This design comes from an exercise in tuning for small area, a short achievable clock period and few clock cycles per item on the open sky130 flow, not from production work.

==> inputs of build 19 <==
// pipelineTop
module pipelineTop (
  input  logic               Clk,
  input  logic               rstN,
  input  logic               instrValid,
  input  logic [31:0]        instr,
  output logic               instrCredit,
  output logic               wbValid,
  output logic [36:0]        wbResult    
);
clock: 7.0 ns
lec_check: 0
cap_margin: 20
core_margin: 2
core_utilization: 30
place_density: 0.5
slew_margin: 20
run.sh (not shown) runs the stock make flow with config.mk's settings and CLKGATE_MAP_FILE= SYNTH_SCRIPT=/design/flow/synth_recipe.tcl, a recipe that flattens the netlist after the stock synthesis.
==> inputs of build 73, as changes to build 19 <==
--- a/flow/design.v
+++ b/flow/design.v
@@ -41,32 +41,28 @@
   input  mipsPkg::word_t     instr,
   output logic               instrCredit,
   output mipsPkg::regAddr_t  rs,
   output mipsPkg::regAddr_t  rt,
   input  mipsPkg::word_t     readData1,
   input  mipsPkg::word_t     readData2,
-  input  logic               xWrites,
-  input  logic               xLoad,
-  input  mipsPkg::regAddr_t  xDestIn,
+  input  mipsPkg::word_t     aluResult,
   input  logic               mWrites,
-  input  mipsPkg::regAddr_t  mDestIn,
+  input  mipsPkg::regAddr_t  mDest,
+  input  mipsPkg::word_t     mResult,
   input  logic               wbValid,
   input  mipsPkg::wbResult_t wbResult,
   output logic               dxValid,
   output logic               dxWrites,    
   output logic               dxLoad,
   output logic               dxStore,
   output mipsPkg::regAddr_t  dxDest,
   output logic [5:0]         dxOp,        
   output logic [4:0]         dxShamt,
   output mipsPkg::word_t     dxA,         
   output mipsPkg::word_t     dxB,         
-  output mipsPkg::word_t     dxS,         
-  output logic [1:0]         dxFwdA,      
-  output logic [1:0]         dxFwdB,
-  output logic [1:0]         dxFwdS
+  output mipsPkg::word_t     dxS          
 );
   localparam int qDepth = 4 - 1;   
   mipsPkg::word_t queueMem [qDepth];
   logic [1:0]     wrPtr;
   logic [1:0]     rdPtr;
   logic [1:0]     queueCount;
@@ -154,24 +150,30 @@
       6'h08: begin regWrite = 1'b1; useRs = 1'b1; end
       6'h23:   begin regWrite = 1'b1; useRs = 1'b1; isLoad = 1'b1; end
       6'h2B:   begin useRs = 1'b1; useRt = 1'b1; isStore = 1'b1; end
       default: ;
     endcase
   end
-  assign stall   = dValid && xWrites && xLoad &&
-                   ((useRs && xDestIn == rs) || (useRt && xDestIn == rt));
+  assign stall   = dValid && dxWrites && dxLoad &&
+                   ((useRs && dxDest == rs) || (useRt && dxDest == rt));
   assign advance = dValid && !stall;
+  function automatic mipsPkg::word_t operand(input mipsPkg::regAddr_t src,
+                                             input mipsPkg::word_t regValue);
+    if (dxWrites && !dxLoad && dxDest == src)
+      operand = aluResult;
+    else if (mWrites && mDest == src)
+      operand = mResult;
+    else if (wbValid && wbResult.dest == src)
+      operand = wbResult.data;
+    else
+      operand = regValue;
+  endfunction
   mipsPkg::word_t rsVal;
   mipsPkg::word_t rtVal;
-  assign rsVal = (wbValid && wbResult.dest == rs) ? wbResult.data : readData1;
-  assign rtVal = (wbValid && wbResult.dest == rt) ? wbResult.data : readData2;
-  logic fMs, fWs, fMt, fWt;
-  assign fMs = xWrites && !xLoad && xDestIn == rs;
-  assign fWs = mWrites && mDestIn == rs && !fMs;
-  assign fMt = xWrites && !xLoad && xDestIn == rt;
-  assign fWt = mWrites && mDestIn == rt && !fMt;
+  assign rsVal = operand(rs, readData1);
+  assign rtVal = operand(rt, readData2);
   always_ff @(posedge Clk or negedge rstN) begin
     if (!rstN) begin
       dxValid  <= 1'b0;
       dxWrites <= 1'b0;
       dxLoad   <= 1'b0;
       dxStore  <= 1'b0;
@@ -186,15 +188,12 @@
     dxDest  <= dest;
     dxOp    <= op;
     dxShamt <= dInstr[10:6];
     dxA     <= rsVal;
     dxB     <= aluSrcImm ? {{16{dInstr[15]}}, dInstr[15:0]} : rtVal;
     dxS     <= rtVal;
-    dxFwdA  <= {fMs, fWs};
-    dxFwdB  <= aluSrcImm ? 2'b00 : {fMt, fWt};
-    dxFwdS  <= {fMt, fWt};
   end
 endmodule
 module executeStage (
   input  logic               Clk,
   input  logic               rstN,
   input  logic               dxWrites,
@@ -203,46 +202,40 @@
   input  mipsPkg::regAddr_t  dxDest,
   input  logic [5:0]         dxOp,
   input  logic [4:0]         dxShamt,
   input  mipsPkg::word_t     dxA,
   input  mipsPkg::word_t     dxB,
   input  mipsPkg::word_t     dxS,
-  input  logic [1:0]         dxFwdA,
-  input  logic [1:0]         dxFwdB,
-  input  logic [1:0]         dxFwdS,
-  input  mipsPkg::word_t     wbData,      
+  output mipsPkg::word_t     aluResult,
   output logic               xmWrites,
   output logic               xmLoad,
   output logic               xmStore,
   output mipsPkg::regAddr_t  xmDest,
   output mipsPkg::word_t     xmAlu,       
+  output logic [64-1:0] xmWordSel,   
   output mipsPkg::word_t     xmStoreData
 );
-  mipsPkg::word_t srcA;
-  mipsPkg::word_t srcB;
-  mipsPkg::word_t srcS;
+  localparam int idxW = $clog2(64);
   mipsPkg::word_t sum;
-  mipsPkg::word_t aluResult;
-  logic           sub;
+  mipsPkg::word_t diff;
   logic           lt;
-  function automatic mipsPkg::word_t fwd(input logic [1:0] sel, input mipsPkg::word_t fromM,
-                                         input mipsPkg::word_t fromW, input mipsPkg::word_t own);
-    fwd = sel[1] ? fromM : (sel[0] ? fromW : own);
-  endfunction
-  assign srcA = fwd(dxFwdA, xmAlu, wbData, dxA);
-  assign srcB = fwd(dxFwdB, xmAlu, wbData, dxB);
-  assign srcS = fwd(dxFwdS, xmAlu, wbData, dxS);
-  assign sub = dxOp[1] | dxOp[4];
-  assign sum = srcA + (srcB ^ {32{sub}}) + {31'd0, sub};
-  assign lt  = (srcA[31] ^ srcB[31]) ? srcA[31] : sum[31];
+  logic [64-1:0] wordSel;
+  assign sum  = dxA + dxB;
+  assign diff = dxA - dxB;
+  assign lt   = (dxA[31] ^ dxB[31]) ? dxA[31] : diff[31];
   always_comb begin
-    aluResult = ({32{dxOp[0] | dxOp[1]}} & sum)
-              | ({32{dxOp[2]}} & (srcA & srcB))
-              | ({32{dxOp[3]}} & (srcA | srcB))
+    aluResult = ({32{dxOp[0]}} & sum)
+              | ({32{dxOp[1]}} & diff)
+              | ({32{dxOp[2]}} & (dxA & dxB))
+              | ({32{dxOp[3]}} & (dxA | dxB))
               | ({32{dxOp[4]}} & {31'd0, lt})
-              | ({32{dxOp[5]}} & (srcB << dxShamt));
+              | ({32{dxOp[5]}} & (dxB << dxShamt));
+  end
+  always_comb begin
+    for (int i = 0; i < 64; i++)
+      wordSel[i] = (sum[idxW+1:2] == idxW'(i));
   end
   always_ff @(posedge Clk or negedge rstN) begin
     if (!rstN) begin
       xmWrites <= 1'b0;
       xmLoad   <= 1'b0;
       xmStore  <= 1'b0;
@@ -252,52 +245,57 @@
       xmStore  <= dxStore;
     end
   end
   always_ff @(posedge Clk) begin
     xmDest      <= dxDest;
     xmAlu       <= aluResult;
-    xmStoreData <= srcS;
+    xmWordSel   <= wordSel;
+    xmStoreData <= dxS;
   end
 endmodule
 module resultStage (
   input  logic               Clk,
   input  logic               rstN,
   input  logic               xmWrites,
   input  logic               xmLoad,
   input  logic               xmStore,
   input  mipsPkg::regAddr_t  xmDest,
   input  mipsPkg::word_t     xmAlu,
+  input  logic [64-1:0] xmWordSel,
   input  mipsPkg::word_t     xmStoreData,
+  output mipsPkg::word_t     mResult,
   output logic               wbValid,
   output mipsPkg::wbResult_t wbResult
 );
-  localparam int idxW = $clog2(64);
   mipsPkg::word_t              dataMem [64];
   logic [64-1:0] written;
-  logic [idxW-1:0]             wordIdx;
   mipsPkg::word_t              loadData;
-  assign wordIdx  = xmAlu[idxW+1:2];   
-  assign loadData = written[wordIdx] ? dataMem[wordIdx] : 32'd0;
+  always_comb begin
+    loadData = '0;
+    for (int i = 0; i < 64; i++)
+      loadData = loadData | ({32{xmWordSel[i] & written[i]}} & dataMem[i]);
+  end
+  assign mResult = xmLoad ? loadData : xmAlu;
   always_ff @(posedge Clk or negedge rstN) begin
     if (!rstN)
       written <= '0;
     else if (xmStore)
-      written[wordIdx] <= 1'b1;
+      written <= written | xmWordSel;
   end
   always_ff @(posedge Clk) begin
-    if (xmStore)
-      dataMem[wordIdx] <= xmStoreData;
+    for (int i = 0; i < 64; i++)
+      if (xmStore && xmWordSel[i])
+        dataMem[i] <= xmStoreData;
   end
   always_ff @(posedge Clk or negedge rstN) begin
     if (!rstN) begin
       wbValid  <= 1'b0;
       wbResult <= '0;
     end else begin
-      wbValid       <= xmWrites;
-      wbResult.dest <= xmDest;
-      wbResult.data <= xmLoad ? loadData : xmAlu;
+      wbValid  <= xmWrites;
+      wbResult <= {xmDest, mResult};
     end
   end
 endmodule
 module pipelineTop (
   input  logic               Clk,
   input  logic               rstN,
@@ -313,46 +311,47 @@
   mipsPkg::word_t    readData2;
   logic              dxValid, dxWrites, dxLoad, dxStore;
   mipsPkg::regAddr_t dxDest;
   logic [5:0]        dxOp;
   logic [4:0]        dxShamt;
   mipsPkg::word_t    dxA, dxB, dxS;
-  logic [1:0]        dxFwdA, dxFwdB, dxFwdS;
+  mipsPkg::word_t    aluResult;
   logic              xmWrites, xmLoad, xmStore;
   mipsPkg::regAddr_t xmDest;
   mipsPkg::word_t    xmAlu;
+  logic [64-1:0] xmWordSel;
   mipsPkg::word_t    xmStoreData;
+  mipsPkg::word_t    mResult;
   mipsPkg::wbResult_t wb;
   assign wbResult = wb;
   decodeStage u_decode (
     .Clk(Clk), .rstN(rstN),
     .instrValid(instrValid), .instr(instr), .instrCredit(instrCredit),
     .rs(rs), .rt(rt), .readData1(readData1), .readData2(readData2),
-    .xWrites(dxWrites), .xLoad(dxLoad), .xDestIn(dxDest),
-    .mWrites(xmWrites), .mDestIn(xmDest),
+    .aluResult(aluResult),
+    .mWrites(xmWrites), .mDest(xmDest), .mResult(mResult),
     .wbValid(wbValid), .wbResult(wb),
     .dxValid(dxValid), .dxWrites(dxWrites), .dxLoad(dxLoad), .dxStore(dxStore),
     .dxDest(dxDest), .dxOp(dxOp), .dxShamt(dxShamt),
-    .dxA(dxA), .dxB(dxB), .dxS(dxS),
-    .dxFwdA(dxFwdA), .dxFwdB(dxFwdB), .dxFwdS(dxFwdS)
+    .dxA(dxA), .dxB(dxB), .dxS(dxS)
   );
   registerFile u_regFile (
     .Clk(Clk), .rstN(rstN),
     .rs(rs), .rt(rt), .readData1(readData1), .readData2(readData2),
     .wrEn(wbValid), .wrAddr(wb.dest), .wrData(wb.data)
   );
   executeStage u_execute (
     .Clk(Clk), .rstN(rstN),
     .dxWrites(dxWrites), .dxLoad(dxLoad), .dxStore(dxStore), .dxDest(dxDest),
     .dxOp(dxOp), .dxShamt(dxShamt), .dxA(dxA), .dxB(dxB), .dxS(dxS),
-    .dxFwdA(dxFwdA), .dxFwdB(dxFwdB), .dxFwdS(dxFwdS),
-    .wbData(wb.data),
+    .aluResult(aluResult),
     .xmWrites(xmWrites), .xmLoad(xmLoad), .xmStore(xmStore), .xmDest(xmDest),
-    .xmAlu(xmAlu), .xmStoreData(xmStoreData)
+    .xmAlu(xmAlu), .xmWordSel(xmWordSel), .xmStoreData(xmStoreData)
   );
   resultStage u_result (
     .Clk(Clk), .rstN(rstN),
     .xmWrites(xmWrites), .xmLoad(xmLoad), .xmStore(xmStore), .xmDest(xmDest),
-    .xmAlu(xmAlu), .xmStoreData(xmStoreData),
+    .xmAlu(xmAlu), .xmWordSel(xmWordSel), .xmStoreData(xmStoreData),
+    .mResult(mResult),
     .wbValid(wbValid), .wbResult(wb)
   );
 endmodule
ABC_CLOCK_PERIOD_IN_PS = 2500   (was unset)
CORE_UTILIZATION = 50   (was 30)
PLACE_DENSITY = 0.65   (was 0.5)
SETUP_SLACK_MARGIN = 4.0   (was unset)
TNS_END_PERCENT = 10   (was unset)
==> impl_metrics.csv <==
group,metric,value,unit
status,status,"complete, no violations",
final_layout,seq_cell_count,3560,
final_layout,area_growth,19.2,%
final_layout,num-multi-input-gates,4064,
final_layout,layout_common_cells,"edfxtp_1, mux4_2, a22oi_1, buf_4, clkbuf_16",
timing,period_share,56.7,%
final_layout,layout-drive-gt1-share,28.6,%
final_layout,num-nonclk-inverters,161,
logic_synthesis,ys_ff_latch,3560,
clock_network,insertion_delay,0.95,ns
drt,viasPerCell,7.31,
power_and_ir_drop,seq_power_share,39.1,%
the above is filed under build 73

==> impl_metrics.csv <==
group,metric,value,unit
power_and_ir_drop,power.share.clock,25.7,%
final_layout,top_register,"u_result.dataMem",
logic_synthesis,synth.mux.area_fraction,12.3,%
logic_synthesis,synth_cells,8220,
clock_network,cts_resized,0,
timing,period_share,73.9,%
power_and_ir_drop,seq_power_share,37.5,%
final_layout,seq_cell_count,3502,
status,status,"complete, no violations",
final_layout,num-multi-input-gates,4040,
final_layout,area_growth,15.0,%
logic_synthesis,yosysWarnings,4,
drt,viasPerCell,5.57,
logic_synthesis,ys_ff_latch,3502,
the above is filed under build 19

No functional check of the RTL was part of any run of this note.

[port drivers added, routing unchanged]
How much do the figures lean on ideal ports? The routed layouts below were timed once more, with nothing changed but the port constraints.
Step 1 (the two cells are an assumption about what drives the block):
set clk [get_ports {Clk}]
set_driving_cell -lib_cell sky130_fd_sc_hd__clkbuf_16 $clk
set_driving_cell -lib_cell sky130_fd_sc_hd__buf_2 [delete_from_list [all_inputs] $clk]
Step 2 also shifts input and output timing later by t, the mid clock arrival at the registers, as if the neighbouring blocks saw the same clock.
Slacks: ideal ports / drivers / drivers and shift; pairs: ideal ports / drivers.
run	shift t [ns]	slack for setup (ns)	cell pins on the clock port's net
build 19	1.016	1.830 / 1.830 / 1.830	1
build 73	1.010	3.034 / 3.034 / 3.034	1
After both steps setup and hold are still met in every run listed.
